Source: an optimization exercise on an open RTL-to-GDS flow (aim: a short achievable clock period and few clock cycles). Production flows keep margins and buffers that such runs may drop.
In this exercise RTL edits were held to simulation tests only and were not proved equivalent to the original.
No activity file was given, so power comes from the tool's default toggle rates.

--- design/flow/design.v ---
package rv_pkg;
  localparam int xlen = 64;
  localparam int ilen = 32;
  localparam logic [xlen-1:0] reset_pc = 64'h0000_0000_8000_0000;
  typedef enum logic [6:0] {
    op_imm    = 7'b0010011,
    op_lui    = 7'b0110111,
    op_auipc  = 7'b0010111,
    op_jal    = 7'b1101111,
    op_jalr   = 7'b1100111,
    op_system = 7'b1110011,
    op_store  = 7'b0100011
  } opcode_e;
  typedef enum logic [7:0] {
    exu_nop    = 8'h00,
    exu_add    = 8'h01,
    exu_add_pc = 8'h10
  } exu_op_e;
  typedef enum logic [1:0] {
    st_fetch = 2'b00,
    st_exec  = 2'b01,
    st_halt  = 2'b10
  } fetch_state_e;
endpackage
module fe_lo
(
  input  logic [11:0] adr,
  input  logic [11:0] p4,
  input  logic [11:0] evlo,
  input  logic [31:0] w,
  input  logic        jalr_fast,
  output logic [11:0] nx,
  output logic        redo
);
  logic [11:0] jl, rl;
  logic        jl_co, rl_co, jal_redo, jalr_redo;
  ks_add #(.W(12)) u_jl (
    .a (adr),
    .b ({w[20], w[30:21], 1'b0}),
    .ci(1'b0),
    .s (jl),
    .co(jl_co)
  );
  ks_add #(.W(12)) u_rl (
    .a (evlo),
    .b (w[31:20]),
    .ci(1'b0),
    .s (rl),
    .co(rl_co)
  );
  assign jal_redo  = (jl_co ^ w[20])
                   | ~(({w[31], w[19:12], w[20]} == 10'h3ff) | ({w[31], w[19:12], w[20]} == 10'h000));
  assign jalr_redo = ~jalr_fast | (rl_co ^ w[31]);
  assign redo      = w[3] ? jal_redo : jalr_redo;
  always_comb begin
    if (w[6]) nx = w[3] ? jl : {rl[11:1], 1'b0};
    else      nx = p4;
  end
endmodule
module ks_add #(parameter int W = 64)
(
  input  logic [W-1:0] a,
  input  logic [W-1:0] b,
  input  logic         ci,
  output logic [W-1:0] s,
  output logic         co
);
  localparam int L = (W > 32) ? 6 : (W > 16) ? 5 : (W > 8) ? 4 : (W > 4) ? 3 : (W > 2) ? 2 : 1;
  logic [W-1:0] g [L+1];
  logic [W-1:0] p [L+1];
  always_comb begin
    g[0] = a & b;
    p[0] = a ^ b;
    g[0][0] = (a[0] & b[0]) | ((a[0] ^ b[0]) & ci);
    for (int l = 1; l <= L; l++) begin
      for (int i = 0; i < W; i++) begin
        if (i >= (1 << (l - 1))) begin
          g[l][i] = g[l-1][i] | (p[l-1][i] & g[l-1][i - (1 << (l - 1))]);
          p[l][i] = p[l-1][i] & p[l-1][i - (1 << (l - 1))];
        end else begin
          g[l][i] = g[l-1][i];
          p[l][i] = p[l-1][i];
        end
      end
    end
    s[0] = p[0][0] ^ ci;
    for (int i = 1; i < W; i++) begin
      s[i] = p[0][i] ^ g[L][i-1];
    end
    co = g[L][W-1];
  end
endmodule
import rv_pkg::*;
module core_top
(
  input  logic            clk,
  input  logic            rst,
  input  logic            ibus_ack,
  input  logic [ilen-1:0] ibus_dat_rd,
  output logic            ibus_cyc,
  output logic            ibus_stb,
  output logic            ibus_we,
  output logic [xlen-1:0] ibus_adr,
  output logic            retire_valid,
  output logic [xlen-1:0] retire_pc,
  output logic [4:0]      retire_rd,
  output logic            retire_we,
  output logic [xlen-1:0] retire_data,
  output logic            halted,
  output logic            illegal
);
  logic            cyc_q;        
  logic [63:0]     adr_q;
  logic [63:0]     adr_o_q;      
  logic            fe_halt_q;    
  logic            d_valid;
  logic [63:0]     d_pc;
  logic [31:0]     d_w;
  logic [31:0]     d_rs1_oh;
  logic [11:0]     d_evlo;       
  logic            d_addi, d_lui, d_auipc, d_jal, d_jalr, d_wr, d_early, d_ebreak;
  logic            d_redo;       
  logic [31:0]     d_wsel;
  logic            x_valid;
  logic [63:0]     x_pc;
  logic [31:0]     x_w;
  logic [63:0]     x_rs1v;
  logic [63:0]     x_ev;
  logic            x_addi, x_wr, x_ebreak, x_redo_r;
  logic [31:0]     x_wsel;
  logic            r_wb;
  logic [31:0]     r_wsel;
  logic [4:0]      r_rd;
  logic [63:0]     r_res;
  logic            r_halt, r_ill;
  logic [63:0]     regs [32];
  logic [31:0]     rvalid;
  assign ibus_cyc = cyc_q;
  assign ibus_stb = cyc_q;
  assign ibus_we  = 1'b0;
  assign ibus_adr = adr_o_q;
  logic [4:0]  x_rd;
  logic [63:0] x_sum, x_res;
  logic        x_sum_co;
  assign x_rd = x_w[11:7];
  ks_add #(.W(64)) u_sum (
    .a (x_rs1v),
    .b ({{52{x_w[31]}}, x_w[31:20]}),
    .ci(1'b0),
    .s (x_sum),
    .co(x_sum_co)
  );
  assign x_res = x_addi ? x_sum : x_ev;
  logic [4:0] d_rd, d_rs1;
  assign d_rd  = d_w[11:7];
  assign d_rs1 = d_w[19:15];
  logic [63:0] d_uimm, d_ev, d_p4;
  logic [51:0] d_auipc_hi;
  logic        d_auipc_co, d_p4_co;
  assign d_uimm = {{32{d_w[31]}}, d_w[31:12], 12'b0};
  ks_add #(.W(52)) u_auipc (
    .a (d_pc[63:12]),
    .b ({{32{d_w[31]}}, d_w[31:12]}),
    .ci(1'b0),
    .s (d_auipc_hi),
    .co(d_auipc_co)
  );
  ks_add #(.W(62)) u_d_p4 (
    .a (d_pc[63:2]),
    .b (62'd0),
    .ci(1'b1),
    .s (d_p4[63:2]),
    .co(d_p4_co)
  );
  assign d_p4[1:0] = d_pc[1:0];
  always_comb begin
    if (d_lui)        d_ev = d_uimm;
    else if (d_auipc) d_ev = {d_auipc_hi, d_pc[11:0]};
    else              d_ev = d_p4;
  end
  logic [63:0] d_jt;
  logic        d_jt_co;
  ks_add #(.W(64)) u_jt (
    .a (d_pc),
    .b ({{44{d_w[31]}}, d_w[19:12], d_w[20], d_w[30:21], 1'b0}),
    .ci(1'b0),
    .s (d_jt),
    .co(d_jt_co)
  );
  logic [63:0] rmux, d_rs1v;
  logic        hx, hr;
  always_comb begin
    rmux = '0;
    for (int i = 1; i < 32; i++) begin
      rmux = rmux | (regs[i] & {64{d_rs1_oh[i] & rvalid[i]}});
    end
  end
  assign hx     = x_valid && x_wr && (x_rd != 5'd0) && (d_rs1 == x_rd);
  assign hr     = r_wb && (d_rs1 == r_rd);
  assign d_rs1v = hx ? x_res : (hr ? r_res : rmux);
  logic redir_x, redir_d, stop_d, wait_d, kill;
  assign redir_x = x_valid & x_redo_r;
  assign redir_d = d_valid & d_jal & d_redo;
  assign stop_d  = d_valid & ~d_wr;
  assign wait_d  = d_valid & d_jalr & d_redo;
  assign kill    = redir_x | redir_d | stop_d | wait_d | fe_halt_q;
  logic        ack;
  logic [31:0] w;
  assign ack = ibus_ack;
  assign w   = ibus_dat_rd;
  logic [4:0] rs1;
  logic       is_addi, is_lui, is_auipc, is_jal, is_jalr, is_wr;
  assign rs1      = w[19:15];
  assign is_addi  = (w[6:0] == 7'b0010011) && (w[14:12] == 3'b000);
  assign is_lui   = (w[6:0] == 7'b0110111);
  assign is_auipc = (w[6:0] == 7'b0010111);
  assign is_jal   = (w[6:0] == 7'b1101111);
  assign is_jalr  = (w[6:0] == 7'b1100111) && (w[14:12] == 3'b000);
  assign is_wr    = is_addi | is_lui | is_auipc | is_jal | is_jalr;
  logic        jalr_fast, redo;
  logic [63:0] adr_p4, adr_nx;
  logic        adr_p4_co;
  logic [11:0] nx_lo;
  assign jalr_fast = d_valid && d_early && (d_rd != 5'd0) && (rs1 == d_rd);
  ks_add #(.W(62)) u_adr_p4 (
    .a (adr_q[63:2]),
    .b (62'd0),
    .ci(1'b1),
    .s (adr_p4[63:2]),
    .co(adr_p4_co)
  );
  assign adr_p4[1:0] = adr_q[1:0];
  fe_lo u_fe_lo (
    .adr      (adr_q[11:0]),
    .p4       (adr_p4[11:0]),
    .evlo     (d_evlo),
    .w        (w),
    .jalr_fast(jalr_fast),
    .nx       (nx_lo),
    .redo     (redo)
  );
  assign adr_nx = {w[6] ? (w[3] ? adr_q[63:12] : d_ev[63:12]) : adr_p4[63:12], nx_lo};
  logic [63:0] adr_next;
  always_comb begin
    if (redir_x)      adr_next = {x_sum[63:1], 1'b0};
    else if (redir_d) adr_next = d_jt;
    else              adr_next = adr_nx;
  end
  always_ff @(posedge clk) begin
    if (rst) begin
      adr_q <= reset_pc;
    end else if (redir_x | redir_d | ack) begin
      adr_q <= adr_next;
    end
  end
  always_ff @(posedge clk) begin
    if (rst | fe_halt_q) begin
      adr_o_q <= reset_pc;
    end else if (redir_x | redir_d | ack) begin
      adr_o_q <= adr_next;
    end
  end
  always_ff @(posedge clk) begin
    if (rst) begin
      cyc_q     <= 1'b0;
      fe_halt_q <= 1'b0;
      d_valid   <= 1'b0;
    end else begin
      cyc_q     <= ~fe_halt_q & ~stop_d & ~wait_d & (~redir_d | ibus_ack);
      fe_halt_q <= fe_halt_q | stop_d;
      d_valid   <= ack & ~kill;
    end
  end
  always_ff @(posedge clk) begin
    d_pc     <= adr_q;
    d_w      <= w;
    d_evlo   <= is_lui ? 12'd0 : (is_auipc ? adr_q[11:0] : adr_p4[11:0]);
    d_addi   <= is_addi;
    d_lui    <= is_lui;
    d_auipc  <= is_auipc;
    d_jal    <= is_jal;
    d_jalr   <= is_jalr;
    d_wr     <= is_wr;
    d_early  <= is_lui | is_auipc | is_jal | is_jalr;
    d_ebreak <= (w == 32'h0010_0073);
    d_redo   <= redo;
    for (int i = 0; i < 32; i++) begin
      d_rs1_oh[i] <= (rs1 == 5'(i)) && (i != 0);
      d_wsel[i]   <= is_wr && (w[11:7] == 5'(i)) && (i != 0);
    end
  end
  always_ff @(posedge clk) begin
    if (rst) begin
      x_valid <= 1'b0;
    end else begin
      x_valid <= d_valid;
    end
  end
  always_ff @(posedge clk) begin
    x_pc     <= d_pc;
    x_w      <= d_w;
    x_rs1v   <= d_rs1v;
    x_ev     <= d_ev;
    x_addi   <= d_addi;
    x_wr     <= d_wr;
    x_ebreak <= d_ebreak;
    x_redo_r <= d_jalr & d_redo;
    x_wsel   <= d_wsel;
  end
  always_ff @(posedge clk) begin
    if (rst) begin
      r_wb <= 1'b0;
    end else begin
      r_wb <= x_valid & x_wr & (x_rd != 5'd0);
    end
  end
  always_ff @(posedge clk) begin
    r_wsel <= x_wsel & {32{x_valid}};
    r_rd   <= x_rd;
    r_res  <= x_res;
  end
  always_ff @(posedge clk) begin
    if (rst) begin
      rvalid <= '0;
    end else begin
      rvalid <= rvalid | (r_wsel & {32{r_wb}});
    end
  end
  always_ff @(posedge clk) begin
    for (int i = 1; i < 32; i++) begin
      if (r_wb & r_wsel[i]) regs[i] <= r_res;
    end
  end
  always_ff @(posedge clk) begin
    if (rst) begin
      retire_valid <= 1'b0;
      r_halt       <= 1'b0;
      r_ill        <= 1'b0;
      halted       <= 1'b0;
      illegal      <= 1'b0;
    end else begin
      retire_valid <= x_valid;
      r_halt       <= x_valid & ~x_wr;
      r_ill        <= x_valid & ~x_wr & ~x_ebreak;
      if (r_halt) begin
        halted  <= 1'b1;
        illegal <= r_ill;
      end
    end
  end
  always_ff @(posedge clk) begin
    retire_pc   <= x_pc;
    retire_rd   <= x_rd;
    retire_we   <= x_wr;
    retire_data <= x_res;
  end
endmodule
--- design/flow/flow/run.sh ---
#!/bin/bash
# Standard ORFS layout, with two changes in how it is made:
#  - synthesis keeps the in-to-register logic cone (fe_lo) as a
#    module of its own while ABC maps it, so it gets its own shortest
#    depth, and maps adders to plain gates (no full-adder cells); the design
#    is flattened before the layout as in the standard synthesis, and the
#    registers are the same;
#  - timing repair aims for extra setup slack, since the design's clock is
#    far slower than the design and the standard repair would do nothing.
set -euo pipefail
MARGIN=${MARGIN:-8.5}
bash standard.sh ADDER_MAP_FILE= "SYNTH_KEEP_MODULES=fe_lo" synth > synth.log 2>&1
bash standard.sh SETUP_SLACK_MARGIN=$MARGIN finish > layout.log 2>&1
--- design/flow/standard.sh ---
#!/bin/bash
# synth_recipe.tcl (not shown) runs the flow's synth.tcl, then flattens the netlist and writes it again
# the make line also repeats each setting of config.mk as NAME=value (left out here)
make -C /OpenROAD-flow-scripts/flow DESIGN_CONFIG=/design/flow/config.mk WORK_HOME=/design/flow/orfs CLKGATE_MAP_FILE= SYNTH_SCRIPT=/design/flow/synth_recipe.tcl "${@:-finish}"
--- design/flow/config.mk ---
export PLATFORM = sky130hd
export DESIGN_NAME = core_top
export DESIGN_NICKNAME = core_top
export VERILOG_FILES = /design/flow/design.v
export SDC_FILE = /design/flow/constraint.sdc
export NUM_CORES = 4
export LEC_CHECK = 0
export CAP_MARGIN = 20
export CORE_MARGIN = 2
export CORE_UTILIZATION = 45
export SLEW_MARGIN = 20
--- design/flow/constraint.sdc ---
create_clock -name core_clock -period 12.0 [get_ports {clk}]
set_input_delay 2.4000 -clock core_clock [delete_from_list [all_inputs] [get_ports {clk}]]
set_output_delay 2.4000 -clock core_clock [all_outputs]
set_load 0.01 [all_outputs]
==> reports/metrics.cfg, run 1 <==
[setup_path]
critPathMaxFanout = 2
crit_buf_inv = 2
crit-reg2reg-capture = x_rs1v[17]
critPathArrivalTime_ns = 1.64
cp-start-kind = flop
critical_path_class = flop to primary output
reg2reg_setup_slack_ns = 8.37
crit_required_ns = 9.60
timing.critical_path.cells = buf_12 > buf_6
regToRegStartpoint = rvalid[8]
crit_path_top_delay_cell = dfxtp_4
rr_worst_depth = 9
crit_path_end_kind = primary output
cp_top_family = flip-flops
slowest_delay_ns = 0.47

[yosys]
yosysTopAreaCell = edfxtp_1
yosys.area.top_type_share_pct = 55.5
yosysSeqAreaShare_pct = 69.5
syn_area_sq_um = 107000
syn-mean-instance-area_sq_um = 13.6
yosys_warnings = 15
synth_top_flop_cell = edfxtp_1
synth.area.top_cells = edfxtp_1 55%, dfxtp_1 14%, a22oi_1 2.7%
yosysMostFrequentCell = edfxtp_1
synth-edff-count = 1984
synth-async-reset-ratio_pct = 0
synth_nets = 7932
yosys_register_bits = 2734
synth_cell_types = 123
syn_inst = 7897
synth_top_cells_by_count = 1,984 x edfxtp_1, 750 x dfxtp_1, 442 x nor2_1

[placement]
gp_congestion = 0.977
post-place-cells = 10958
dp_hpwl_um = 254000
post-place-ws_ns = 6.39
portBuffers = 237

[die]
coreArea_sq_um = 238000
dieArea_sq_um = 242000
die_w_um = 492
start_util_pct = 45.2
core.rowCount = 179
ioPinCount = 239
die_h_um = 492

[flow_run]
drv_cap = 0

[grt]
grt_use_met3_pct = 7.54
met2_usage_pct = 55.2
grt_use_met1_pct = 49.6
grt_remaining_overflow = 0
grt_usage_pct = 36.1
grt_max_degree = 67
grt_pass1_vias = 74916
grt_pass1_wl_um = 616000
grt.busiest_layer = met2
antenna_found_initial = 24

[sta]
setup_viol = 0
slew_viol_final = 0
hold_violations = 0
setup_slack_ns = 7.96
max_slew_margin_pct = 20.9
period_needed_ns = 4.04
max_freq_mhz = 247
fin_crit_sh_pct = 33.7
worst_slew_pin_slew_ns = 1.18
finalClockSkew_ns = 0.0638
fin_hold_ws_ns = 0.314
tns_ns = 0
grt_setup_unrepaired = true

[layout]
fin_cells = 11869
finalNetCount = 8509
drive_gt1_share_pct = 24.8
synthToLayoutAreaGrowth_pct = 23.3

[power_and_ir_drop]
p_leak_nw = 45.5
vdd_drop_max_mv = 0.143
p_per_area_nw_per_um2 = 157

[clock_network]
cts_buffer_depth = 4
clockRootBuffer = clkbuf_16
clock-sinks = 2734
cts_made_buffers = 301
ctsHoldBuffers = 0
path_clk_slew_ns = 0.06
htreeDepth = 5
clkLatencyLatePin_ns = 0.95
cts_tree = done

[detailed_routing]
drt-vias-per-instance = 6.76
dr.pass1.iters = 6
wl_per_cell_um = 38.3
drtIter0Drc = 13235
via_count = 80213
drcViolationCount = 0
wl_um = 455000
ant_nets = 0

[min_path]
min_to = x_wsel[11]
hp-class = flop to flop
hold_start = d_wsel[11]
hold_depth = 0

[status]
status = finished clean

[routing by layer]
metal,up-vias,part of all wire (%)
li1,32276,-
met1,40774,38
met2,6031,44
met3,1112,12
met4,20,5.6
met5,-,0.030
[power by group]
part | internal [W] | switching, W
logic | 0.000566 | 0.000816
registers | 0.0102 | 0.000156
clock network | 0.00528 | 0.00376
total | 0.0161 | 0.00473
[per-module statistics from Yosys, one instance, submodules excluded]
| module | times used | flip-flops and latches |
|---|---|---|
| core_top | 1 | 2734 |
| fe_lo | 1 | 0 |
[stage by stage]
step,util (%),total power [W],area [sq um]
global route,55.7,0.0212,132000
CTS,54.6,0.0207,130000
finish,55.7,0.0208,132000
floorplan,-,0.0111,108000
global placement,47.9,0.0115,114000
detailed placement,47.9,0.0115,114000
[worst max path at each step]
stage	slack [ns]	to	cells past startpoint	from
2_1_floorplan	7.91	adr_o_q[10]	12	ibus_dat_rd[27]
3_3_place_gp	6.40	adr_q[8]	12	ibus_dat_rd[20]
3_5_place_dp	6.39	adr_q[8]	12	ibus_dat_rd[25]
4_1_cts	7.96	retire_data[56]	2	retire_data[56]
5_1_grt	7.92	retire_data[56]	2	retire_data[56]
6_report	7.96	retire_data[56]	2	retire_data[56]
[cell families (layout without fill, tap and decap cells)]
kind of cell               count (synthesis)  count (layout)  share of synthesized area, %
AOI/OAI and AO/OA                       2140            2140                          14.7
and+or+nand+nor                         1880            1880                          8.91
muxes                                    139             139                          1.39
DFF                                     2734            2734                          69.5
xor gates and xnor gates                 352             352                          2.88
buffers and inverters                    630            1429                          2.39
other                                      1               7                       0.00349
adders and majority gates                 21              21                         0.200
[worst register-to-register path, delay by kind of cell, from the launching register on]
family	cells	cell delay, ns
AND/OR/NAND/NOR	4	1.00
AO/OA/AOI/OAI	4	1.24
buffers and inverters	1	0.93
flip-flops	1	0.33
[area by class of cell]
| cell class | count | area (sq um) |
|---|---|---|
| fill | 19085 | 105000 |
| antenna | 6 | 15.0 |
| tap | 3167 | 3960 |
| inverter | 61 | 270 |
| clock buffer | 419 | 8460 |
| timing repair buffer | 843 | 9750 |
| multi-input combinational | 4533 | 33500 |
| clock inverter | 106 | 1000 |
| sequential | 2734 | 75300 |
[registers in the layout, indices dropped and copies added (netlist names), 5 cells and up]
register and count:
regs 1984, adr_o_q 64, adr_q 64, d_pc 64, retire_data 64, retire_pc 64
x_ev 64, x_pc 64, x_rs1v 64, d_rs1_oh 31, d_wsel 31, r_wsel 31
rvalid 31, x_wsel 31, d_w 25, x_w 17, d_evlo 12, retire_rd 5
[what timing repair did]
| item | CTS | global route |
|---|---|---|
| setup buffers | 216 | 101 |
| cloned | 56 | 6 |
| gates resized for setup | 1962 | 354 |
| pin swaps | 61 | 128 |
| endpoints found under the setup margin | 529 | 366 |
[layout by cell type, fill, tap and decap left out, types with 40 or more instances in the layout]
master and n:
a21oi_1 264, a221oi_1 285, a222oi_1 65, a22o_1 272, a22oi_1 380, a31oi_1 77, and2_1 81, and2_4 65
buf_12 74, buf_2 40, buf_4 429, buf_6 170, buf_8 41, bufbuf_16 55, clkbuf_1 77, clkbuf_16 314
dfxtp_1 488, dfxtp_2 106, dfxtp_4 156, edfxtp_1 1984, inv_1 54, mux2_2 67, mux2i_1 48, nand2_1 370
nand3_1 163, nand4_1 186, nor2_1 408, nor3_1 139, nor4_1 57, o21a_1 49, o21ai_0 178, o21ai_1 69
o22ai_1 40, xnor2_1 181, xor2_1 115
Testbench counts, summed over its fixed seeds: cycles 22,870.
==> inputs of run 2 (changes only) <==
--- a/design/flow/design.v
+++ b/design/flow/design.v
@@ -316,8 +316,10 @@
   end
   always_ff @(posedge clk) begin
     r_wsel <= x_wsel & {32{x_valid}};
-    r_rd   <= x_rd;
-    r_res  <= x_res;
+    if (x_valid & x_wr) begin
+      r_rd  <= x_rd;
+      r_res <= x_res;
+    end
   end
   always_ff @(posedge clk) begin
     if (rst) begin
--- a/design/flow/config.mk
+++ b/design/flow/config.mk
@@ -8,4 +8,6 @@
 export CAP_MARGIN = 20
 export CORE_MARGIN = 2
 export CORE_UTILIZATION = 45
+export CTS_CLUSTER_DIAMETER = 100
+export CTS_CLUSTER_SIZE = 20
 export SLEW_MARGIN = 20
==> run 2 against run 1 <==
Compared with the run above:
- first-iteration DRC count increased by 5.9%
- count of clock-buffer cells in the layout decreased by 207
- maximum frequency increased by 6.3%
- wire length decreased by 4.3%
- via count decreased by 0.61%
- core utilization decreased by 3.1 points
- critical path depth decreased by 1
- total power decreased by 17%
==> reports/metrics.cfg, run 2 <==
[status]
status = finished clean

[yosys]
yosys_register_bits = 2803
synth_top_flop_cell = edfxtp_1
syn-mean-instance-area_sq_um = 13.5
synth_top_cells_by_count = 2,053 x edfxtp_1, 750 x dfxtp_1, 514 x a22oi_1
yosysMostFrequentCell = edfxtp_1
yosys_warnings = 15
syn_inst = 8122
syn_area_sq_um = 110000
synth_nets = 8157
yosysTopAreaCell = edfxtp_1
synth.area.top_cells = edfxtp_1 56%, dfxtp_1 14%, a22oi_1 3.5%
yosysSeqAreaShare_pct = 69.8
synth-async-reset-ratio_pct = 0
synth-edff-count = 2053
synth_cell_types = 121
yosys.area.top_type_share_pct = 56.1

[detailed_routing]
ant_nets = 0
drcViolationCount = 0
wl_um = 435000
drt-vias-per-instance = 6.80
drtIter0Drc = 14022
via_count = 79723
dr.pass1.iters = 9
wl_per_cell_um = 37.1

[setup_path]
cp-start-kind = flop
crit_buf_inv = 1
critical_path_class = flop to primary output
crit_required_ns = 9.60
timing.critical_path.cells = buf_6
critPathMaxFanout = 1
crit_path_top_delay_cell = dfxtp_4
crit_path_end_kind = primary output
critPathArrivalTime_ns = 1.40
cp_top_family = flip-flops
slowest_delay_ns = 0.42

[sta]
max_freq_mhz = 263
hold_violations = 0
worst_slew_pin_slew_ns = 1.29
tns_ns = 0
period_needed_ns = 3.80
finalClockSkew_ns = 0.0424
setup_slack_ns = 8.20
max_slew_margin_pct = 13.9
slew_viol_final = 0
grt_setup_unrepaired = true
setup_viol = 0
fin_crit_sh_pct = 31.7

[grt]
grt_pass1_vias = 73826
grt_usage_pct = 33.5
grt_pass1_wl_um = 587000
grt_max_degree = 61
grt_remaining_overflow = 0
antenna_found_initial = 15

[clock_network]
cts_buffer_depth = 3
cts_made_buffers = 162
clockRootBuffer = clkbuf_16
clkLatencyLatePin_ns = 0.87
clock-sinks = 2803
cts_tree = done
path_clk_slew_ns = 0.08
ctsHoldBuffers = 0
htreeDepth = 4

[power_and_ir_drop]
combPwrFrac_pct = 5.8
intPower_w = 0.0134
p_leak_nw = 42.0
clock_power_share_pct = 33.9
p_per_area_nw_per_um2 = 135
vdd_drop_max_mv = 0.133
swShare_pct = 22.7
p_seq_share_pct = 60.3
switchingPower_w = 0.00392
p_total_w = 0.0173

[die]
start_util_pct = 45.2
coreArea_sq_um = 243000
die_w_um = 498
dieArea_sq_um = 248000
ioPinCount = 239
core.rowCount = 181
die_h_um = 498

[layout]
regArea_sq_um = 77300
mostFrequentLayoutCells = 2,053 x edfxtp_1, 507 x a22oi_1, 495 x dfxtp_1, 447 x nor2_1, 405 x nand2_1
multi_input_area_sq_um = 34200
largest_register_ff_count = 1984
n_fill_cell = 20437
layout_commonest_cell = edfxtp_1
drive_gt1_share_pct = 21.6
finalNetCount = 8484
top_register = regs
synthToLayoutAreaGrowth_pct = 16.2
utilization_pct = 52.6

[placement]
gp_congestion = 0.965
post-place-ws_ns = 6.12
portBuffers = 237
dp_hpwl_um = 249000

[min_path]
hp-class = flop to flop

[flow_run]
drv_cap = 0

[run 2: modules after synthesis, one instance, submodules excluded]
| module | cell area [sq um] | flip-flops and latches |
|---|---|---|
| core_top | 108000 | 2803 |
| fe_lo | 1450 | 0 |
[run 2: final cells by class]
cell class	instances	share of cell area (%)
Timing Repair inverter	1	0.00392
Multi-Input combinational cell	4681	26.8
Sequential cell	2803	60.5
Tap cell	3202	3.14
Inverter	68	0.216
Timing Repair Buffer	732	5.66
Clock buffer	212	3.44
Antenna cell	10	0.0196
Clock inverter	21	0.243
[run 2: final timing paths]
kind	end	cells past startpoint	startpoint	slack, ns
worst max register to register	adr_o_q[53]	12	d_pc[40]	8.30
worst min-delay path	retire_pc[7]	0	x_pc[7]	0.32
worst min register to register	retire_pc[7]	0	x_pc[7]	0.32
worst max-delay path	retire_data[35]	1	retire_data[35]	8.20
[run 2: stage by stage]
| step | instances | hold slack (ns) | cell area (sq um) |
|---|---|---|---|
| final | 11730 | 0.322 | 128000 |
| after global routing | 11722 | 0.327 | 128000 |
| after CTS | 11586 | 0.329 | 125000 |
| after detailed placement | 11173 | 0.312 | 116000 |
| after global placement | 11171 | 0.310 | 116000 |
| after floorplan | 8122 | 0.310 | 111000 |
[run 2: cells by family (layout without fill, tap and decap cells)]
kind of cell | count (synthesis) | in the layout | synth area share, %
AOI/OAI and AO/OA | 2140 | 2140 | 14.3
xor gates and xnor gates | 346 | 346 | 2.78
adders and majority gates | 19 | 19 | 0.175
buffers and inverters | 641 | 1034 | 2.33
DFF | 2803 | 2803 | 69.8
muxes | 141 | 141 | 1.37
other | 1 | 11 | 0.00341
and+or+nand+nor | 2031 | 2034 | 9.24
[run 2: routing by layer]
metal / share of wire, % / GRT usage (%) / up-vias
met5: 0.0039 / 0 / -
met4: 4.2 / 12.4 / 4
met3: 13 / 7.39 / 796
met2: 43 / 49.9 / 5740
met1: 40 / 48.1 / 40897
li1: - / - / 32286
[run 2: power by group through the flow]
stage / sequential [W] / clock (W) / combinational (W)
floorplan: 0.0106 / 0 / 0.000495
global placement: 0.0107 / 0 / 0.000751
detailed placement: 0.0107 / 0 / 0.000750
CTS: 0.0104 / 0.00588 / 0.000878
global route: 0.0104 / 0.00621 / 0.00104
finish: 0.0104 / 0.00586 / 0.00100
[run 2: what timing repair did]
action / 4_1_cts / 5_1_grt
cloned: 11 / 9
buffers inserted: 169 / 114
gates resized for setup: 1689 / 416
pin swaps: 114 / 160
setup endpoints to repair: 534 / 398
Testbench counts of run 2, summed over its fixed seeds: cycles 22,870.
==> inputs of run 3 (changes only) <==
--- a/design/flow/design.v
+++ b/design/flow/design.v
@@ -240,24 +240,32 @@
     .redo     (redo)
   );
   assign adr_nx = {w[6] ? (w[3] ? adr_q[63:12] : d_ev[63:12]) : adr_p4[63:12], nx_lo};
-  logic [63:0] adr_next;
+  logic [63:0] adr_early;
+  logic        take_nx;
   always_comb begin
-    if (redir_x)      adr_next = {x_sum[63:1], 1'b0};
-    else if (redir_d) adr_next = d_jt;
-    else              adr_next = adr_nx;
+    if (redir_x)      adr_early = {x_sum[63:1], 1'b0};
+    else if (redir_d) adr_early = d_jt;
+    else              adr_early = adr_q;
   end
+  assign take_nx = ack & ~redir_x & ~redir_d;
   always_ff @(posedge clk) begin
     if (rst) begin
       adr_q <= reset_pc;
-    end else if (redir_x | redir_d | ack) begin
-      adr_q <= adr_next;
+    end else begin
+      adr_q <= take_nx ? adr_nx : adr_early;
     end
   end
+  logic [63:0] adr_o_early;
+  always_comb begin
+    if (redir_x)      adr_o_early = {x_sum[63:1], 1'b0};
+    else if (redir_d) adr_o_early = d_jt;
+    else              adr_o_early = adr_o_q;
+  end
   always_ff @(posedge clk) begin
     if (rst | fe_halt_q) begin
       adr_o_q <= reset_pc;
-    end else if (redir_x | redir_d | ack) begin
-      adr_o_q <= adr_next;
+    end else begin
+      adr_o_q <= take_nx ? adr_nx : adr_o_early;
     end
   end
   always_ff @(posedge clk) begin
--- a/design/flow/config.mk
+++ b/design/flow/config.mk
@@ -7,7 +7,7 @@
 export LEC_CHECK = 0
 export CAP_MARGIN = 20
 export CORE_MARGIN = 2
-export CORE_UTILIZATION = 45
+export CORE_UTILIZATION = 55
 export CTS_CLUSTER_DIAMETER = 100
 export CTS_CLUSTER_SIZE = 20
 export SLEW_MARGIN = 20
==> run 3 against run 2 <==
Compared with the run above:
- combinational power grew 4%
- largest power group unchanged
- worst hold slack lost 0.012 ns
- synthesized area shrank 0.75%
- total power shrank 0.70%
- largest cell class unchanged
- sequential cell count is the same
- core utilization grew 11 points
==> reports/metrics.cfg, run 3 <==
[status]
status = finished clean

[sta]
grt_setup_unrepaired = true
max_freq_mhz = 262
slew_viol_final = 0
finalClockSkew_ns = 0.0546
period_needed_ns = 3.81
fin_crit_sh_pct = 31.8
worst_slew_pin_slew_ns = 1.19
tns_ns = 0
setup_viol = 0
max_slew_margin_pct = 20.4
hold_violations = 0

[yosys]
synth_nets = 8021
synth_top_flop_cell = edfxtp_1
syn_inst = 7986
yosys.area.top_type_share_pct = 56.5
synth_cell_types = 109
yosys_warnings = 15
yosysMostFrequentCell = edfxtp_1
yosysTopAreaCell = edfxtp_1
synth.area.top_cells = edfxtp_1 57%, dfxtp_1 14%, a22oi_1 3.2%
syn-mean-instance-area_sq_um = 13.7
synth-edff-count = 2053
synth_top_cells_by_count = 2,053 x edfxtp_1, 750 x dfxtp_1, 541 x nor2_1
yosysSeqAreaShare_pct = 70.3
yosys_register_bits = 2803
synth-async-reset-ratio_pct = 0
syn_area_sq_um = 109000

[layout]
drive_gt1_share_pct = 20.4
top_register = regs
design_area_sq_um = 125000
synthToLayoutAreaGrowth_pct = 14.2
largest_register_ff_count = 1984
fin_cells = 10923
n_fill_cell = 14789
finalNetCount = 8244
mostFrequentLayoutCells = 2,053 x edfxtp_1, 511 x dfxtp_1, 504 x nor2_1, 465 x a22oi_1, 347 x nand2_1
layout_commonest_cell = edfxtp_1
utilization_pct = 63.2

[setup_path]
reg2reg_setup_slack_ns = 8.38
crit_buf_inv = 1
cp_top_family = flip-flops
critical_path_class = flop to primary output
timing.critical_path.cells = buf_6
crit_path_end_kind = primary output
crit_end = ibus_cyc
critPathArrivalTime_ns = 1.41
startpoint = cyc_q
cp-start-kind = flop
crit_required_ns = 9.60
crit-reg2reg-capture = adr_o_q[61]
critPathMaxFanout = 2
crit_cells = 1
slowest_delay_ns = 0.43
rr_worst_depth = 14
regToRegStartpoint = d_w[29]
crit_path_top_delay_cell = dfxtp_4

[die]
dieArea_sq_um = 202000
die_h_um = 449
coreArea_sq_um = 197000
ioPinCount = 239
start_util_pct = 55.3
die_w_um = 449
core.rowCount = 163

[clock_network]
path_clk_slew_ns = 0.09
clock-sinks = 2803
cts_buffer_depth = 3
htreeDepth = 4
clockRootBuffer = clkbuf_16
cts_made_buffers = 160
cts_tree = done
clkLatencyLatePin_ns = 0.87
ctsHoldBuffers = 0

[detailed_routing]
wl_per_cell_um = 37.5
dr.pass1.iters = 9
drtIter0Drc = 12982
ant_nets = 0
wl_um = 409000
via_count = 77327
drcViolationCount = 0
drt-vias-per-instance = 7.08

[power_and_ir_drop]
p_per_area_nw_per_um2 = 138
p_total_w = 0.0172
vdd_drop_max_mv = 0.152
p_leak_nw = 41.3

[placement]
place_area_sq_um = 115000
gp_congestion = 0.950
post-place-cells = 10463
portBuffers = 237
dp_hpwl_um = 233000

[grt]
grt_remaining_overflow = 0
antenna_found_initial = 16
grt_max_degree = 74
grt_pass1_vias = 71170
grt_usage_pct = 39.1
grt_pass1_wl_um = 556000

[min_path]
hp-class = flop to flop

[flow_run]
drv_cap = 0

run 3: cells by family after synthesis:
family	count (synthesis)	share of synthesized area, %
AO/OA/AOI/OAI	2107	14.2
other	1	0.00344
XOR/XNOR	371	2.99
adder cells (fa/ha/maj)	22	0.204
AND/OR/NAND/NOR	1912	8.61
buffers and inverters	619	2.26
multiplexers	151	1.50
flip-flops	2803	70.3
run 3: stage by stage:
step / hold slack (ns) / worst slack [ns]
global placement: 0.310 / 6.54
finish: 0.310 / 8.19
detailed placement: 0.312 / 6.63
global route: 0.326 / 8.17
floorplan: 0.310 / 7.87
CTS: 0.320 / 8.14
run 3: cell type report:
class	instances	area, sq um	area share [%]
clock inverter	17	298	0.239
antenna	17	42.5	0.0342
sequential	2803	77200	62.0
multi-input combinational	4568	33300	26.8
inverter	56	234	0.188
clock buffer	202	4250	3.41
tap	2640	3300	2.65
timing repair buffer	620	5870	4.71
run 3: worst min-delay path by stage:
stage	start	end	slack [ns]	cells after the start
6_report	d_wsel[16]	x_wsel[16]	0.31	0
5_1_grt	d_wsel[20]	x_wsel[20]	0.33	0
4_1_cts	d_wsel[16]	x_wsel[16]	0.32	0
3_5_place_dp	x_pc[33]	retire_pc[33]	0.31	0
3_3_place_gp	x_pc[43]	retire_pc[43]	0.31	0
2_1_floorplan	x_pc[0]	retire_pc[0]	0.31	0
run 3: worst register-to-register path, cell delays in order, from the launching register on:
cell and delay, ns:
dfxtp_4 0.35, buf_4 0.20, xnor2_1 0.24, a2111oi_4 0.39, a31oi_2 0.16, o211ai_1 0.19
a21oi_2 0.17, or4_4 0.62, o21a_4 0.25, o21ai_4 0.16, buf_12 0.15, a21oi_2 0.09
xnor2_1 0.24, nor2_2 0.11, a211oi_1 0.22
run 3: timing repair:
item,4_1_cts,5_1_grt
setup buffers,97,110
pin swaps,82,143
endpoints found under the hold margin,0,0
setup endpoints to repair,528,358
gates resized for setup,1604,388
cloned,9,5
run 3: modules after synthesis, one instance, submodules excluded:
module    cells inside  flops+latches  area [sq um]  times used
core_top          7759           2803        108000           1
fe_lo              227              0          1450           1
run 3: metal layers:
metal	track usage (%)	share of wire, %	up-vias
met2	57.5	44	5766
met4	19.9	5.8	6
met1	55.9	38	39089
met5	0	0.010	-
met3	7.27	12	902
li1	-	-	31564
run 3: power breakdown:
group          leakage (nW)  internal, W  switching [W]  total (W)
Combinational          14.4     0.000424       0.000618    0.00104
Clock                  2.19      0.00252        0.00314    0.00566
Sequential             24.7       0.0103       0.000145     0.0105
Total                  41.3       0.0133        0.00390     0.0172
Testbench counts of run 3, summed over its fixed seeds: cycles 22,870.
==> inputs of run 4 (changes only) <==
--- a/design/flow/design.v
+++ b/design/flow/design.v
@@ -25,11 +25,12 @@
 module fe_lo
 (
   input  logic [11:0] adr,
-  input  logic [11:0] p4,
+  input  logic [63:0] adr_hi_in,
+  input  logic [63:0] p4,
   input  logic [11:0] evlo,
   input  logic [31:0] w,
   input  logic        jalr_fast,
-  output logic [11:0] nx,
+  output logic [63:0] nx,
   output logic        redo
 );
   logic [11:0] jl, rl;
@@ -53,7 +54,7 @@
   assign jalr_redo = ~jalr_fast | (rl_co ^ w[31]);
   assign redo      = w[3] ? jal_redo : jalr_redo;
   always_comb begin
-    if (w[6]) nx = w[3] ? jl : {rl[11:1], 1'b0};
+    if (w[6]) nx = {adr_hi_in[63:12], w[3] ? jl : {rl[11:1], 1'b0}};
     else      nx = p4;
   end
 endmodule
@@ -113,6 +114,9 @@
   logic [63:0]     adr_q;
   logic [63:0]     adr_o_q;      
   logic            fe_halt_q;    
+  logic            fe_wait_q;    
+  logic            redir_q;      
+  logic [63:0]     tgt_q;
   logic            d_valid;
   logic [63:0]     d_pc;
   logic [31:0]     d_w;
@@ -126,7 +130,7 @@
   logic [31:0]     x_w;
   logic [63:0]     x_rs1v;
   logic [63:0]     x_ev;
-  logic            x_addi, x_wr, x_ebreak, x_redo_r;
+  logic            x_addi, x_wr, x_ebreak, x_jal, x_redo;
   logic [31:0]     x_wsel;
   logic            r_wb;
   logic [31:0]     r_wsel;
@@ -151,6 +155,15 @@
     .co(x_sum_co)
   );
   assign x_res = x_addi ? x_sum : x_ev;
+  logic [63:0] x_jt;
+  logic        x_jt_co;
+  ks_add #(.W(64)) u_jt (
+    .a (x_pc),
+    .b ({{44{x_w[31]}}, x_w[19:12], x_w[20], x_w[30:21], 1'b0}),
+    .ci(1'b0),
+    .s (x_jt),
+    .co(x_jt_co)
+  );
   logic [4:0] d_rd, d_rs1;
   assign d_rd  = d_w[11:7];
   assign d_rs1 = d_w[19:15];
@@ -178,15 +191,6 @@
     else if (d_auipc) d_ev = {d_auipc_hi, d_pc[11:0]};
     else              d_ev = d_p4;
   end
-  logic [63:0] d_jt;
-  logic        d_jt_co;
-  ks_add #(.W(64)) u_jt (
-    .a (d_pc),
-    .b ({{44{d_w[31]}}, d_w[19:12], d_w[20], d_w[30:21], 1'b0}),
-    .ci(1'b0),
-    .s (d_jt),
-    .co(d_jt_co)
-  );
   logic [63:0] rmux, d_rs1v;
   logic        hx, hr;
   always_comb begin
@@ -198,12 +202,11 @@
   assign hx     = x_valid && x_wr && (x_rd != 5'd0) && (d_rs1 == x_rd);
   assign hr     = r_wb && (d_rs1 == r_rd);
   assign d_rs1v = hx ? x_res : (hr ? r_res : rmux);
-  logic redir_x, redir_d, stop_d, wait_d, kill;
-  assign redir_x = x_valid & x_redo_r;
-  assign redir_d = d_valid & d_jal & d_redo;
-  assign stop_d  = d_valid & ~d_wr;
-  assign wait_d  = d_valid & d_jalr & d_redo;
-  assign kill    = redir_x | redir_d | stop_d | wait_d | fe_halt_q;
+  logic stop_d, wait_d, kill, hi_mis;
+  assign hi_mis = (x_ev[63:12] != d_pc[63:12]);
+  assign stop_d = d_valid & ~d_wr;
+  assign wait_d = d_valid & ((d_jal & d_redo) | (d_jalr & (d_redo | hi_mis)));
+  assign kill   = stop_d | wait_d | fe_wait_q | fe_halt_q;
   logic        ack;
   logic [31:0] w;
   assign ack = ibus_ack;
@@ -220,7 +223,7 @@
   logic        jalr_fast, redo;
   logic [63:0] adr_p4, adr_nx;
   logic        adr_p4_co;
-  logic [11:0] nx_lo;
+  logic [63:0] nx;
   assign jalr_fast = d_valid && d_early && (d_rd != 5'd0) && (rs1 == d_rd);
   ks_add #(.W(62)) u_adr_p4 (
     .a (adr_q[63:2]),
@@ -232,54 +235,52 @@
   assign adr_p4[1:0] = adr_q[1:0];
   fe_lo u_fe_lo (
     .adr      (adr_q[11:0]),
-    .p4       (adr_p4[11:0]),
+    .adr_hi_in(adr_q),
+    .p4       (adr_p4),
     .evlo     (d_evlo),
     .w        (w),
     .jalr_fast(jalr_fast),
-    .nx       (nx_lo),
+    .nx       (nx),
     .redo     (redo)
   );
-  assign adr_nx = {w[6] ? (w[3] ? adr_q[63:12] : d_ev[63:12]) : adr_p4[63:12], nx_lo};
-  logic [63:0] adr_early;
-  logic        take_nx;
-  always_comb begin
-    if (redir_x)      adr_early = {x_sum[63:1], 1'b0};
-    else if (redir_d) adr_early = d_jt;
-    else              adr_early = adr_q;
-  end
-  assign take_nx = ack & ~redir_x & ~redir_d;
+  assign adr_nx = nx;
   always_ff @(posedge clk) begin
     if (rst) begin
       adr_q <= reset_pc;
-    end else begin
-      adr_q <= take_nx ? adr_nx : adr_early;
+    end else if (redir_q) begin
+      adr_q <= tgt_q;
+    end else if (ack) begin
+      adr_q <= adr_nx;
     end
   end
-  logic [63:0] adr_o_early;
-  always_comb begin
-    if (redir_x)      adr_o_early = {x_sum[63:1], 1'b0};
-    else if (redir_d) adr_o_early = d_jt;
-    else              adr_o_early = adr_o_q;
-  end
   always_ff @(posedge clk) begin
     if (rst | fe_halt_q) begin
       adr_o_q <= reset_pc;
-    end else begin
-      adr_o_q <= take_nx ? adr_nx : adr_o_early;
+    end else if (redir_q) begin
+      adr_o_q <= tgt_q;
+    end else if (ack) begin
+      adr_o_q <= adr_nx;
     end
   end
   always_ff @(posedge clk) begin
     if (rst) begin
       cyc_q     <= 1'b0;
       fe_halt_q <= 1'b0;
+      fe_wait_q <= 1'b0;
+      redir_q   <= 1'b0;
       d_valid   <= 1'b0;
     end else begin
-      cyc_q     <= ~fe_halt_q & ~stop_d & ~wait_d & (~redir_d | ibus_ack);
+      cyc_q     <= ~fe_halt_q & ~stop_d & ~wait_d & (~fe_wait_q | redir_q);
       fe_halt_q <= fe_halt_q | stop_d;
+      fe_wait_q <= (fe_wait_q | wait_d) & ~redir_q;
+      redir_q   <= x_valid & x_redo;
       d_valid   <= ack & ~kill;
     end
   end
   always_ff @(posedge clk) begin
+    tgt_q <= x_jal ? x_jt : {x_sum[63:1], 1'b0};
+  end
+  always_ff @(posedge clk) begin
     d_pc     <= adr_q;
     d_w      <= w;
     d_evlo   <= is_lui ? 12'd0 : (is_auipc ? adr_q[11:0] : adr_p4[11:0]);
@@ -312,7 +313,8 @@
     x_addi   <= d_addi;
     x_wr     <= d_wr;
     x_ebreak <= d_ebreak;
-    x_redo_r <= d_jalr & d_redo;
+    x_jal    <= d_jal;
+    x_redo   <= (d_jal & d_redo) | (d_jalr & (d_redo | hi_mis));
     x_wsel   <= d_wsel;
   end
   always_ff @(posedge clk) begin
--- a/design/flow/config.mk
+++ b/design/flow/config.mk
@@ -7,7 +7,7 @@
 export LEC_CHECK = 0
 export CAP_MARGIN = 20
 export CORE_MARGIN = 2
-export CORE_UTILIZATION = 55
+export CORE_UTILIZATION = 50
 export CTS_CLUSTER_DIAMETER = 100
 export CTS_CLUSTER_SIZE = 20
 export SLEW_MARGIN = 20
==> run 4 against run 3 <==
Compared with the run above:
- global-route usage shrank 4.0 points
- largest power group unchanged
- highest routed layer unchanged
- synthesized area increased by 2.5%
- clock skew fell by 0.0076 ns
- via count fell by 0.44%
==> reports/metrics.cfg, run 4 <==
[sta]
max_slew_margin_pct = 18.8
setup_slack_ns = 8.13
hold_violations = 0
fin_crit_sh_pct = 32.2
finalClockSkew_ns = 0.0470
setup_viol = 0
tns_ns = 0
grt_setup_unrepaired = true
period_needed_ns = 3.87
worst_slew_pin_slew_ns = 1.22
slew_viol_final = 0
max_freq_mhz = 259

[power_and_ir_drop]
vdd_drop_max_mv = 0.140
p_leak_nw = 41.2
p_per_area_nw_per_um2 = 135

[placement]
post-place-ws_ns = 6.43
post-place-cells = 10898
gp_congestion = 0.949
portBuffers = 237
dp_hpwl_um = 238000

[layout]
top_register = regs
mostFrequentLayoutCells = 2,053 x edfxtp_1, 570 x dfxtp_1, 504 x nor2_1, 321 x a221oi_1, 313 x nand2_1
finalNetCount = 8329
fin_cells = 11335
layout_commonest_cell = edfxtp_1
drive_gt1_share_pct = 18.5
synthToLayoutAreaGrowth_pct = 12.9
largest_register_ff_count = 1984

[clock_network]
htreeDepth = 4
cts_buffer_depth = 3
path_clk_slew_ns = 0.10
clkLatencyLatePin_ns = 0.88
clockRootBuffer = clkbuf_16
cts_tree = done
clock-sinks = 2878
cts_made_buffers = 166

[yosys]
synth.area.top_cells = edfxtp_1 55%, dfxtp_1 15%, a221oi_1 2.6%
yosys_warnings = 15
yosys.area.top_type_share_pct = 55.2
yosysMostFrequentCell = edfxtp_1
synth-edff-count = 2053
syn_area_sq_um = 112000
synth_top_cells_by_count = 2,053 x edfxtp_1, 825 x dfxtp_1, 522 x nor2_1
yosysSeqAreaShare_pct = 69.9
synth-async-reset-ratio_pct = 0
synth_top_flop_cell = edfxtp_1
synth_cell_types = 117
syn_inst = 8087
synth_nets = 8122
yosys_register_bits = 2878
yosysTopAreaCell = edfxtp_1
syn-mean-instance-area_sq_um = 13.8

[detailed_routing]
dr.pass1.iters = 8
drt-vias-per-instance = 6.79
drtIter0Drc = 12373
ant_nets = 0
via_count = 76985
wl_um = 413000
wl_per_cell_um = 36.4
drcViolationCount = 0

[setup_path]
crit_required_ns = 9.60
critPathArrivalTime_ns = 1.47
rr_worst_depth = 9
timing.critical_path.cells = buf_6
crit_cells = 1
crit_path_top_delay_cell = dfxtp_4
crit_path_end_kind = primary output
cp_top_family = flip-flops
cp-start-kind = flop
slowest_delay_ns = 0.45
critPathMaxFanout = 1
critical_path_class = flop to primary output
crit_buf_inv = 1

[die]
core.rowCount = 173
start_util_pct = 50.3
dieArea_sq_um = 227000
die_w_um = 477
coreArea_sq_um = 222000
die_h_um = 477
ioPinCount = 239

[grt]
grt_pass1_vias = 71049
grt_usage_pct = 35.1
grt_pass1_wl_um = 566000
grt_max_degree = 103
grt_remaining_overflow = 0
antenna_found_initial = 30

[min_path]
hp-class = flop to flop
hold_depth = 0

[flow_run]
drv_cap = 0

[status]
status = finished clean

## run 4: what timing repair did
item	4_1_cts	5_1_grt
gates cloned	5	3
hold buffers	0	0
setup endpoints to repair	542	402
setup buffers	89	94
hold endpoints to repair	0	0
pin swaps	61	109
gates resized for setup	1451	317
## run 4: kinds of logic after synthesis
group	share of synthesized area (%)
xor gates and xnor gates	3.45
buffers and inverters	2.27
AOI/OAI and AO/OA	13.5
other	0.00335
and+or+nand+nor	8.62
muxes	1.88
DFF	69.9
adders and majority gates	0.302
## run 4: path summary, 6_finish.rpt
check / start / end / slack [ns]
setup / recovery: retire_data[48] / retire_data[48] / 8.13
setup reg to reg: rvalid[8] / x_rs1v[51] / 8.43
hold reg to reg: d_wsel[29] / x_wsel[29] / 0.33
hold / removal: d_wsel[29] / x_wsel[29] / 0.33
## run 4: layout make-up
| cell class | count | area (sq um) |
|---|---|---|
| tap | 2975 | 3720 |
| fill | 17861 | 96100 |
| multi-input combinational | 4561 | 33200 |
| clock buffer | 205 | 4410 |
| antenna | 10 | 25.0 |
| clock inverter | 19 | 239 |
| sequential | 2878 | 78700 |
| timing repair buffer | 596 | 5580 |
| inverter | 91 | 344 |
## run 4: modules after synthesis (local to each module, per instance)
| module | copies in the design | cell area (sq um) | cells |
|---|---|---|---|
| fe_lo | 1 | 1950 | 266 |
| core_top | 1 | 110000 | 7821 |
## run 4: power by group
part / switching, W / total [W] / leakage [nW] / internal (W)
registers: 0.0000850 / 0.0106 / 24.4 / 0.0105
logic: 0.000314 / 0.000542 / 14.5 / 0.000228
clock network: 0.00324 / 0.00585 / 2.26 / 0.00261
total: 0.00364 / 0.0170 / 41.2 / 0.0134
## run 4: layer usage
| metal | wire length (um) | up-vias | share of wire (%) | global-route usage (%) |
|---|---|---|---|---|
| met1 | 161000 | 39277 | 39 | 49.2 |
| li1 | - | 31755 | - | - |
| met5 | 64 | - | 0.016 | 0 |
| met4 | 16100 | 10 | 3.9 | 12.0 |
| met3 | 46700 | 769 | 11 | 6.52 |
| met2 | 189000 | 5174 | 46 | 55.0 |
## run 4: through the flow
step	cell area (sq um)	utilization, %	hold WS, ns	power, W
after floorplan	112000	-	0.310	0.0111
after global placement	117000	52.7	0.312	0.0113
after detailed placement	117000	52.8	0.312	0.0113
after CTS	124000	55.7	0.329	0.0170
after global routing	126000	56.8	0.336	0.0174
final	126000	56.8	0.328	0.0170
Testbench counts of run 4, summed over its fixed seeds: cycles 22,870.

separate check: timing with driven ports:
The flow's constraints put no driver on any port. The routed layouts listed below were extracted and timed again, unchanged, in two steps.
Step 1 sets driving cells, clkbuf_16 on the clock port and buf_2 on the other inputs (assumed; they add their load-dependent delay and slew).
Step 2, shift: input delay + t, output delay - t, t = (earliest + latest rising clock arrival at the registers) / 2. This alone moves slack from input paths to output paths.
a / b / c = ideal ports / drivers / drivers and shift; a / b = the first two.
run | t (ns) | slack for setup (ns) | worst setup path at the end
run 1 | 1.014 | 7.957 / 7.861 / 7.385 | input to register
run 2 | 0.941 | 8.198 / 8.104 / 7.465 | input to register
run 3 | 0.943 | 8.189 / 8.093 / 7.419 | input to register
run 4 | 0.950 | 8.132 / 8.044 / 7.480 | input to register
After both steps every run listed still meets setup and hold. The setup slack of run 3, which loses most, moves by -0.096 ns with the drivers and by -0.770 ns with both steps.
